This design comes from an exercise in tuning for a short achievable clock period, few clock cycles and low power on the open sky130 flow, not from production work.
At most, simulation tests tie the RTL to the original design; equivalence was not proved.
Power figures rest on the tool's default switching activity, not on a simulated workload.

==> 10-16 <==
## mac_vector_engine
module mac_vector_engine (
  input logic clk,
  input logic reset_n,
  input logic start,
  input logic clear,
  input logic [9:0] vec_len,
  input logic signed [47:0] bias,
  input logic in_valid,
  input logic [35:0] in_a,
  input logic [35:0] in_b,
  input logic out_ready,
  output logic busy,
  output logic in_ready,
  output logic out_valid,
  output logic signed [17:0] out_data,
  output logic signed [47:0] out_acc,
  output logic acc_overflow
);
clock: 7.0 ns
lec_check: 0
abc_clock_period_in_ps: 2900
cap_margin: 20
core_margin: 2
core_utilization: 60
cts_buf_list: sky130_fd_sc_hd__clkbuf_16
cts_cluster_diameter: 70
cts_cluster_size: 40
setup_slack_margin: 4.1
slew_margin: 20
run.sh (not shown) runs the stock make flow with config.mk's settings and CLKGATE_MAP_FILE= SYNTH_SCRIPT=/design/flow/synth_recipe.tcl, a recipe that flattens the netlist after the stock synthesis.
==> 12-08: changes against 10-16 <==
- SETUP_SLACK_MARGIN: 4.1 -> 4.3
==> 08-25: changes against 10-16 <==
- SETUP_SLACK_MARGIN: 4.1 -> 4.2
==> qor.csv <==
metric,value,unit
fin_cells,3833,
r2r_start,two_q[15],
cp_cell_sequence,a22oi_1 > xor2_1 > fa_1 > fa_1 > inv_1 > fa_1 > and2_1,
buffers,230,
drt_first_pass_iters,8,
wl_met2,35100,µm
min_period_over_period,0.414,
rsz0062_at_grt,false,
m1WireLength,34300,µm
vias_per_cell,5.85,
areaGrowthSynthToFinish,10.4,%
antennaDiodeCount,0,
r2r_end,u_sum.t1_q[56],
slew-limit-headroom,0.313,
clk_pin_slew,0.10,ns
path_delay_family,adder cells,
status,no timing/DRC/antenna violations,
final_util,0.671,
That was 10-16.
==> qor.csv <==
metric,value,unit
vias_per_cell,5.85,
rsz0062_at_grt,true,
cp_cell_sequence,dlygate4sd2_1,
final_util,0.677,
buffers,249,
wl_met2,35300,µm
clk_pin_slew,0.10,ns
antennaDiodeCount,0,
min_period_over_period,0.393,
status,no timing/DRC/antenna violations,
drt_first_pass_iters,6,
m1WireLength,34600,µm
That was 08-25.
==> qor.csv <==
metric,value,unit
status,no timing/DRC/antenna violations,
rsz0062_at_grt,true,
r2r_end,u_sum.t1_q[56],
final_util,0.727,
vias_per_cell,6.01,
min_period_over_period,0.405,
cp_cell_sequence,buf_4 > a22oi_1 > xor2_1 > fa_1 > fa_1 > inv_1 > fa_2 > and2_1,
fin_cells,4069,
areaGrowthSynthToFinish,19.6,%
path_delay_family,adder cells,
wl_met2,39600,µm
That was 12-08.
Testbench counts of 10-16, summed over its fixed seeds: cycles 12,350.
Testbench counts of 12-08, summed over its fixed seeds: cycles 12,350.
Testbench counts of 08-25, summed over its fixed seeds: cycles 12,350.


==> inputs of v10 <==
Another version of the RTL of mac_vector_engine (not shown whole).
==> flow/config.mk <==
export PLATFORM = sky130hd
export DESIGN_NAME = mac_vector_engine
export DESIGN_NICKNAME = mac_vector_engine
export VERILOG_FILES = /design/flow/design.v
export SDC_FILE = /design/flow/constraint.sdc
export NUM_CORES = 4
export LEC_CHECK = 0
export ABC_CLOCK_PERIOD_IN_PS = 2900
export CAP_MARGIN = 20
export CORE_MARGIN = 2
export CORE_UTILIZATION = 60
export CTS_BUF_LIST = sky130_fd_sc_hd__clkbuf_16
export CTS_CLUSTER_DIAMETER = 150
export CTS_CLUSTER_SIZE = 20
export SETUP_SLACK_MARGIN = 4.2
export SLEW_MARGIN = 20
==> flow/constraint.sdc <==
create_clock -name core_clock -period 7.0 [get_ports {clk}]
set_input_delay 1.4000 -clock core_clock [delete_from_list [all_inputs] [get_ports {clk}]]
set_output_delay 1.4000 -clock core_clock [all_outputs]
set_load 0.01 [all_outputs]
==> v21: changes against v10 <==
--- a/flow/design.v
+++ b/flow/design.v
@@ -2235,14 +2235,14 @@
   logic [15:0] acc1_q;
   wire [15:0] x1 = acc1_q;
   wire st1 = lp_q[NST+1], vb1 = vp_q[NST+1];
   assign st_c[1] = st1;
   wire [15:0] ps1 = s_t[31:16];
   wire [15:0] pc1 = c_t[31:16];
-  wire [15:0] q1_p0 = ps1[15:0] ^ pc1[15:0];
-  wire [15:0] q1_g0 = ps1[15:0] & pc1[15:0];
+  wire [15:0] q1_p0 = ps1 ^ pc1;
+  wire [15:0] q1_g0 = ps1 & pc1;
   wire [15:0] q1_G0 = {q1_g0[15:1], q1_g0[0] | (q1_p0[0] & cg1)};
   wire [15:0] q1_P0 = q1_p0;
   wire [15:0] q1_G1, q1_P1;
   assign q1_G1[0] = q1_G0[0];
   assign q1_P1[0] = q1_P0[0];
   assign q1_G1[1] = q1_G0[1] | (q1_P0[1] & q1_G0[0]);
@@ -2375,13 +2375,13 @@
   assign q1_G4[15] = q1_G3[15] | (q1_P3[15] & q1_G3[7]);
   assign q1_P4[15] = q1_P3[15] & q1_P3[7];
   wire [16:0] q1_y = {q1_G4[15], q1_p0 ^ {q1_G4[14:0], cg1}};
   logic [15:0] pa1_q;
   logic pco2_q;
   always_ff @(posedge clk) begin
-    pa1_q <= vp_q[NST+0] ? q1_y[15:0] : '0;
+    pa1_q <= q1_y[15:0];
     pco2_q <= q1_y[16];
   end
   wire [15:0] k1_p0 = x1 ^ pa1_q;
   wire [15:0] k1_g0 = x1 & pa1_q;
   wire [15:0] k1_G0 = {k1_g0[15:1], k1_g0[0] | (k1_p0[0] & ca1_q)};
   wire [15:0] k1_P0 = k1_p0;
@@ -2535,56 +2535,155 @@
   always_ff @(posedge clk) begin
     sd2_q[0] <= s_t[47:32];
     cd2_q[0] <= c_t[47:32];
   end
   wire [15:0] ps2 = sd2_q[0];
   wire [15:0] pc2 = cd2_q[0];
-  wire [4:0] q2_p0 = ps2[4:0] ^ pc2[4:0];
-  wire [4:0] q2_g0 = ps2[4:0] & pc2[4:0];
-  wire [4:0] q2_G0 = {q2_g0[4:1], q2_g0[0] | (q2_p0[0] & pco2_q)};
-  wire [4:0] q2_P0 = q2_p0;
-  wire [4:0] q2_G1, q2_P1;
+  wire [15:0] q2_p0 = ps2 ^ pc2;
+  wire [15:0] q2_g0 = ps2 & pc2;
+  wire [15:0] q2_G0 = {q2_g0[15:1], q2_g0[0] | (q2_p0[0] & pco2_q)};
+  wire [15:0] q2_P0 = q2_p0;
+  wire [15:0] q2_G1, q2_P1;
   assign q2_G1[0] = q2_G0[0];
   assign q2_P1[0] = q2_P0[0];
   assign q2_G1[1] = q2_G0[1] | (q2_P0[1] & q2_G0[0]);
   assign q2_P1[1] = q2_P0[1] & q2_P0[0];
   assign q2_G1[2] = q2_G0[2] | (q2_P0[2] & q2_G0[1]);
   assign q2_P1[2] = q2_P0[2] & q2_P0[1];
   assign q2_G1[3] = q2_G0[3] | (q2_P0[3] & q2_G0[2]);
   assign q2_P1[3] = q2_P0[3] & q2_P0[2];
   assign q2_G1[4] = q2_G0[4] | (q2_P0[4] & q2_G0[3]);
   assign q2_P1[4] = q2_P0[4] & q2_P0[3];
-  wire [4:0] q2_G2, q2_P2;
+  assign q2_G1[5] = q2_G0[5] | (q2_P0[5] & q2_G0[4]);
+  assign q2_P1[5] = q2_P0[5] & q2_P0[4];
+  assign q2_G1[6] = q2_G0[6] | (q2_P0[6] & q2_G0[5]);
+  assign q2_P1[6] = q2_P0[6] & q2_P0[5];
+  assign q2_G1[7] = q2_G0[7] | (q2_P0[7] & q2_G0[6]);
+  assign q2_P1[7] = q2_P0[7] & q2_P0[6];
+  assign q2_G1[8] = q2_G0[8] | (q2_P0[8] & q2_G0[7]);
+  assign q2_P1[8] = q2_P0[8] & q2_P0[7];
+  assign q2_G1[9] = q2_G0[9] | (q2_P0[9] & q2_G0[8]);
+  assign q2_P1[9] = q2_P0[9] & q2_P0[8];
+  assign q2_G1[10] = q2_G0[10] | (q2_P0[10] & q2_G0[9]);
+  assign q2_P1[10] = q2_P0[10] & q2_P0[9];
+  assign q2_G1[11] = q2_G0[11] | (q2_P0[11] & q2_G0[10]);
+  assign q2_P1[11] = q2_P0[11] & q2_P0[10];
+  assign q2_G1[12] = q2_G0[12] | (q2_P0[12] & q2_G0[11]);
+  assign q2_P1[12] = q2_P0[12] & q2_P0[11];
+  assign q2_G1[13] = q2_G0[13] | (q2_P0[13] & q2_G0[12]);
+  assign q2_P1[13] = q2_P0[13] & q2_P0[12];
+  assign q2_G1[14] = q2_G0[14] | (q2_P0[14] & q2_G0[13]);
+  assign q2_P1[14] = q2_P0[14] & q2_P0[13];
+  assign q2_G1[15] = q2_G0[15] | (q2_P0[15] & q2_G0[14]);
+  assign q2_P1[15] = q2_P0[15] & q2_P0[14];
+  wire [15:0] q2_G2, q2_P2;
   assign q2_G2[0] = q2_G1[0];
   assign q2_P2[0] = q2_P1[0];
   assign q2_G2[1] = q2_G1[1];
   assign q2_P2[1] = q2_P1[1];
   assign q2_G2[2] = q2_G1[2] | (q2_P1[2] & q2_G1[0]);
   assign q2_P2[2] = q2_P1[2] & q2_P1[0];
   assign q2_G2[3] = q2_G1[3] | (q2_P1[3] & q2_G1[1]);
   assign q2_P2[3] = q2_P1[3] & q2_P1[1];
   assign q2_G2[4] = q2_G1[4] | (q2_P1[4] & q2_G1[2]);
   assign q2_P2[4] = q2_P1[4] & q2_P1[2];
-  wire [4:0] q2_G3, q2_P3;
+  assign q2_G2[5] = q2_G1[5] | (q2_P1[5] & q2_G1[3]);
+  assign q2_P2[5] = q2_P1[5] & q2_P1[3];
+  assign q2_G2[6] = q2_G1[6] | (q2_P1[6] & q2_G1[4]);
+  assign q2_P2[6] = q2_P1[6] & q2_P1[4];
+  assign q2_G2[7] = q2_G1[7] | (q2_P1[7] & q2_G1[5]);
+  assign q2_P2[7] = q2_P1[7] & q2_P1[5];
+  assign q2_G2[8] = q2_G1[8] | (q2_P1[8] & q2_G1[6]);
+  assign q2_P2[8] = q2_P1[8] & q2_P1[6];
+  assign q2_G2[9] = q2_G1[9] | (q2_P1[9] & q2_G1[7]);
+  assign q2_P2[9] = q2_P1[9] & q2_P1[7];
+  assign q2_G2[10] = q2_G1[10] | (q2_P1[10] & q2_G1[8]);
+  assign q2_P2[10] = q2_P1[10] & q2_P1[8];
+  assign q2_G2[11] = q2_G1[11] | (q2_P1[11] & q2_G1[9]);
+  assign q2_P2[11] = q2_P1[11] & q2_P1[9];
+  assign q2_G2[12] = q2_G1[12] | (q2_P1[12] & q2_G1[10]);
+  assign q2_P2[12] = q2_P1[12] & q2_P1[10];
+  assign q2_G2[13] = q2_G1[13] | (q2_P1[13] & q2_G1[11]);
+  assign q2_P2[13] = q2_P1[13] & q2_P1[11];
+  assign q2_G2[14] = q2_G1[14] | (q2_P1[14] & q2_G1[12]);
+  assign q2_P2[14] = q2_P1[14] & q2_P1[12];
+  assign q2_G2[15] = q2_G1[15] | (q2_P1[15] & q2_G1[13]);
+  assign q2_P2[15] = q2_P1[15] & q2_P1[13];
+  wire [15:0] q2_G3, q2_P3;
   assign q2_G3[0] = q2_G2[0];
   assign q2_P3[0] = q2_P2[0];
   assign q2_G3[1] = q2_G2[1];
   assign q2_P3[1] = q2_P2[1];
   assign q2_G3[2] = q2_G2[2];
   assign q2_P3[2] = q2_P2[2];
   assign q2_G3[3] = q2_G2[3];
   assign q2_P3[3] = q2_P2[3];
   assign q2_G3[4] = q2_G2[4] | (q2_P2[4] & q2_G2[0]);
   assign q2_P3[4] = q2_P2[4] & q2_P2[0];
-  wire [5:0] q2_y = {q2_G3[4], q2_p0 ^ {q2_G3[3:0], pco2_q}};
-  logic [4:0] pa2_q;
+  assign q2_G3[5] = q2_G2[5] | (q2_P2[5] & q2_G2[1]);
+  assign q2_P3[5] = q2_P2[5] & q2_P2[1];
+  assign q2_G3[6] = q2_G2[6] | (q2_P2[6] & q2_G2[2]);
+  assign q2_P3[6] = q2_P2[6] & q2_P2[2];
+  assign q2_G3[7] = q2_G2[7] | (q2_P2[7] & q2_G2[3]);
+  assign q2_P3[7] = q2_P2[7] & q2_P2[3];
+  assign q2_G3[8] = q2_G2[8] | (q2_P2[8] & q2_G2[4]);
+  assign q2_P3[8] = q2_P2[8] & q2_P2[4];
+  assign q2_G3[9] = q2_G2[9] | (q2_P2[9] & q2_G2[5]);
+  assign q2_P3[9] = q2_P2[9] & q2_P2[5];
+  assign q2_G3[10] = q2_G2[10] | (q2_P2[10] & q2_G2[6]);
+  assign q2_P3[10] = q2_P2[10] & q2_P2[6];
+  assign q2_G3[11] = q2_G2[11] | (q2_P2[11] & q2_G2[7]);
+  assign q2_P3[11] = q2_P2[11] & q2_P2[7];
+  assign q2_G3[12] = q2_G2[12] | (q2_P2[12] & q2_G2[8]);
+  assign q2_P3[12] = q2_P2[12] & q2_P2[8];
+  assign q2_G3[13] = q2_G2[13] | (q2_P2[13] & q2_G2[9]);
+  assign q2_P3[13] = q2_P2[13] & q2_P2[9];
+  assign q2_G3[14] = q2_G2[14] | (q2_P2[14] & q2_G2[10]);
+  assign q2_P3[14] = q2_P2[14] & q2_P2[10];
+  assign q2_G3[15] = q2_G2[15] | (q2_P2[15] & q2_G2[11]);
+  assign q2_P3[15] = q2_P2[15] & q2_P2[11];
+  wire [15:0] q2_G4, q2_P4;
+  assign q2_G4[0] = q2_G3[0];
+  assign q2_P4[0] = q2_P3[0];
+  assign q2_G4[1] = q2_G3[1];
+  assign q2_P4[1] = q2_P3[1];
+  assign q2_G4[2] = q2_G3[2];
+  assign q2_P4[2] = q2_P3[2];
+  assign q2_G4[3] = q2_G3[3];
+  assign q2_P4[3] = q2_P3[3];
+  assign q2_G4[4] = q2_G3[4];
+  assign q2_P4[4] = q2_P3[4];
+  assign q2_G4[5] = q2_G3[5];
+  assign q2_P4[5] = q2_P3[5];
+  assign q2_G4[6] = q2_G3[6];
+  assign q2_P4[6] = q2_P3[6];
+  assign q2_G4[7] = q2_G3[7];
+  assign q2_P4[7] = q2_P3[7];
+  assign q2_G4[8] = q2_G3[8] | (q2_P3[8] & q2_G3[0]);
+  assign q2_P4[8] = q2_P3[8] & q2_P3[0];
+  assign q2_G4[9] = q2_G3[9] | (q2_P3[9] & q2_G3[1]);
+  assign q2_P4[9] = q2_P3[9] & q2_P3[1];
+  assign q2_G4[10] = q2_G3[10] | (q2_P3[10] & q2_G3[2]);
+  assign q2_P4[10] = q2_P3[10] & q2_P3[2];
+  assign q2_G4[11] = q2_G3[11] | (q2_P3[11] & q2_G3[3]);
+  assign q2_P4[11] = q2_P3[11] & q2_P3[3];
+  assign q2_G4[12] = q2_G3[12] | (q2_P3[12] & q2_G3[4]);
+  assign q2_P4[12] = q2_P3[12] & q2_P3[4];
+  assign q2_G4[13] = q2_G3[13] | (q2_P3[13] & q2_G3[5]);
+  assign q2_P4[13] = q2_P3[13] & q2_P3[5];
+  assign q2_G4[14] = q2_G3[14] | (q2_P3[14] & q2_G3[6]);
+  assign q2_P4[14] = q2_P3[14] & q2_P3[6];
+  assign q2_G4[15] = q2_G3[15] | (q2_P3[15] & q2_G3[7]);
+  assign q2_P4[15] = q2_P3[15] & q2_P3[7];
+  wire [16:0] q2_y = {q2_G4[15], q2_p0 ^ {q2_G4[14:0], pco2_q}};
+  logic [15:0] pa2_q;
   always_ff @(posedge clk) begin
-    pa2_q <= vp_q[NST+1] ? q2_y[4:0] : '0;
+    pa2_q <= q2_y[15:0];
   end
-  wire [15:0] k2_p0 = x2 ^ {{11{pa2_q[4]}}, pa2_q};
-  wire [15:0] k2_g0 = x2 & {{11{pa2_q[4]}}, pa2_q};
+  wire [15:0] k2_p0 = x2 ^ pa2_q;
+  wire [15:0] k2_g0 = x2 & pa2_q;
   wire [15:0] k2_G0 = {k2_g0[15:1], k2_g0[0] | (k2_p0[0] & ca2_q)};
   wire [15:0] k2_P0 = k2_p0;
   wire [15:0] k2_G1, k2_P1;
   assign k2_G1[0] = k2_G0[0];
   assign k2_P1[0] = k2_P0[0];
   assign k2_G1[1] = k2_G0[1] | (k2_P0[1] & k2_G0[0]);
Settings changed: CTS_CLUSTER_DIAMETER 150 to 70, CTS_CLUSTER_SIZE 20 to 40.
==> v7: changes against v10 <==
--- a/flow/design.v
+++ b/flow/design.v
@@ -2375,13 +2375,13 @@
   assign q1_G4[15] = q1_G3[15] | (q1_P3[15] & q1_G3[7]);
   assign q1_P4[15] = q1_P3[15] & q1_P3[7];
   wire [16:0] q1_y = {q1_G4[15], q1_p0 ^ {q1_G4[14:0], cg1}};
   logic [15:0] pa1_q;
   logic pco2_q;
   always_ff @(posedge clk) begin
-    pa1_q <= vp_q[NST+0] ? q1_y[15:0] : '0;
+    pa1_q <= q1_y[15:0];
     pco2_q <= q1_y[16];
   end
   wire [15:0] k1_p0 = x1 ^ pa1_q;
   wire [15:0] k1_g0 = x1 & pa1_q;
   wire [15:0] k1_G0 = {k1_g0[15:1], k1_g0[0] | (k1_p0[0] & ca1_q)};
   wire [15:0] k1_P0 = k1_p0;
@@ -2575,13 +2575,13 @@
   assign q2_P3[3] = q2_P2[3];
   assign q2_G3[4] = q2_G2[4] | (q2_P2[4] & q2_G2[0]);
   assign q2_P3[4] = q2_P2[4] & q2_P2[0];
   wire [5:0] q2_y = {q2_G3[4], q2_p0 ^ {q2_G3[3:0], pco2_q}};
   logic [4:0] pa2_q;
   always_ff @(posedge clk) begin
-    pa2_q <= vp_q[NST+1] ? q2_y[4:0] : '0;
+    pa2_q <= q2_y[4:0];
   end
   wire [15:0] k2_p0 = x2 ^ {{11{pa2_q[4]}}, pa2_q};
   wire [15:0] k2_g0 = x2 & {{11{pa2_q[4]}}, pa2_q};
   wire [15:0] k2_G0 = {k2_g0[15:1], k2_g0[0] | (k2_p0[0] & ca2_q)};
   wire [15:0] k2_P0 = k2_p0;
   wire [15:0] k2_G1, k2_P1;
Settings changed: CTS_CLUSTER_DIAMETER 150 to 120, CTS_CLUSTER_SIZE 20 to 25.
==> v34: changes against v10 <==
Settings changed: CTS_CLUSTER_DIAMETER 150 to 120, CTS_CLUSTER_SIZE 20 to 25.
==> summary of the runs <==
Power, lowest first: v34, v10, v7, v21.
Of v34 and v7, v34 has the higher via count (gap 1.5%, measured against v7).
Critical path depth: v7 is higher than v21 (9).
In die area, v7 and v34 hardly differ.
The lowest wire length belongs to v7, the highest to v10.
Combinational power: v21 is larger than v7 (about 3%).
Global-route usage: v10 > v34 > v21 > v7.
Testbench counts of v21, summed over its fixed seeds: cycles 12,338.
Testbench counts of v7, summed over its fixed seeds: cycles 12,338.
Function not checked in v10 and v34: the RTL went through the layout flow alone.

static timing again, ports no longer ideal:
Ports are ideal in the flow. The routed layouts listed here were re-timed in OpenROAD.
Step 1: set_driving_cell puts a clkbuf_16 on clk and a buf_2 on each other input, an assumption about the parent block.
Step 2 also shifts input and output timing later by t, the mid clock arrival at the registers, as if the neighbouring blocks saw the same clock.
a / b / c = ideal / step 1 / step 2; a / b = the first two.
run	t (ns)	slack for setup (ns)	clock arrival spread, ns	cell pins on the clock port's net
10-16	0.705	4.099 / 4.099 / 3.687	0.037 / 0.037	1
12-08	0.706	4.168 / 4.168 / 3.828	0.052 / 0.053	1
08-25	0.697	4.246 / 4.188 / 3.856	0.032 / 0.032	1
v10	0.665	3.929 / 3.929 / 3.605	0.042 / 0.042	1
v21	0.702	4.140 / 4.079 / 3.612	0.022 / 0.022	1
v7	0.632	4.139 / 4.085 / 3.670	0.033 / 0.032	1
v34	0.619	3.949 / 3.949 / 3.685	0.028 / 0.029	1
After both steps setup and hold are still met in every run listed. The setup slack of v21, which loses most, moves by -0.061 ns with the drivers and by -0.528 ns with both steps.
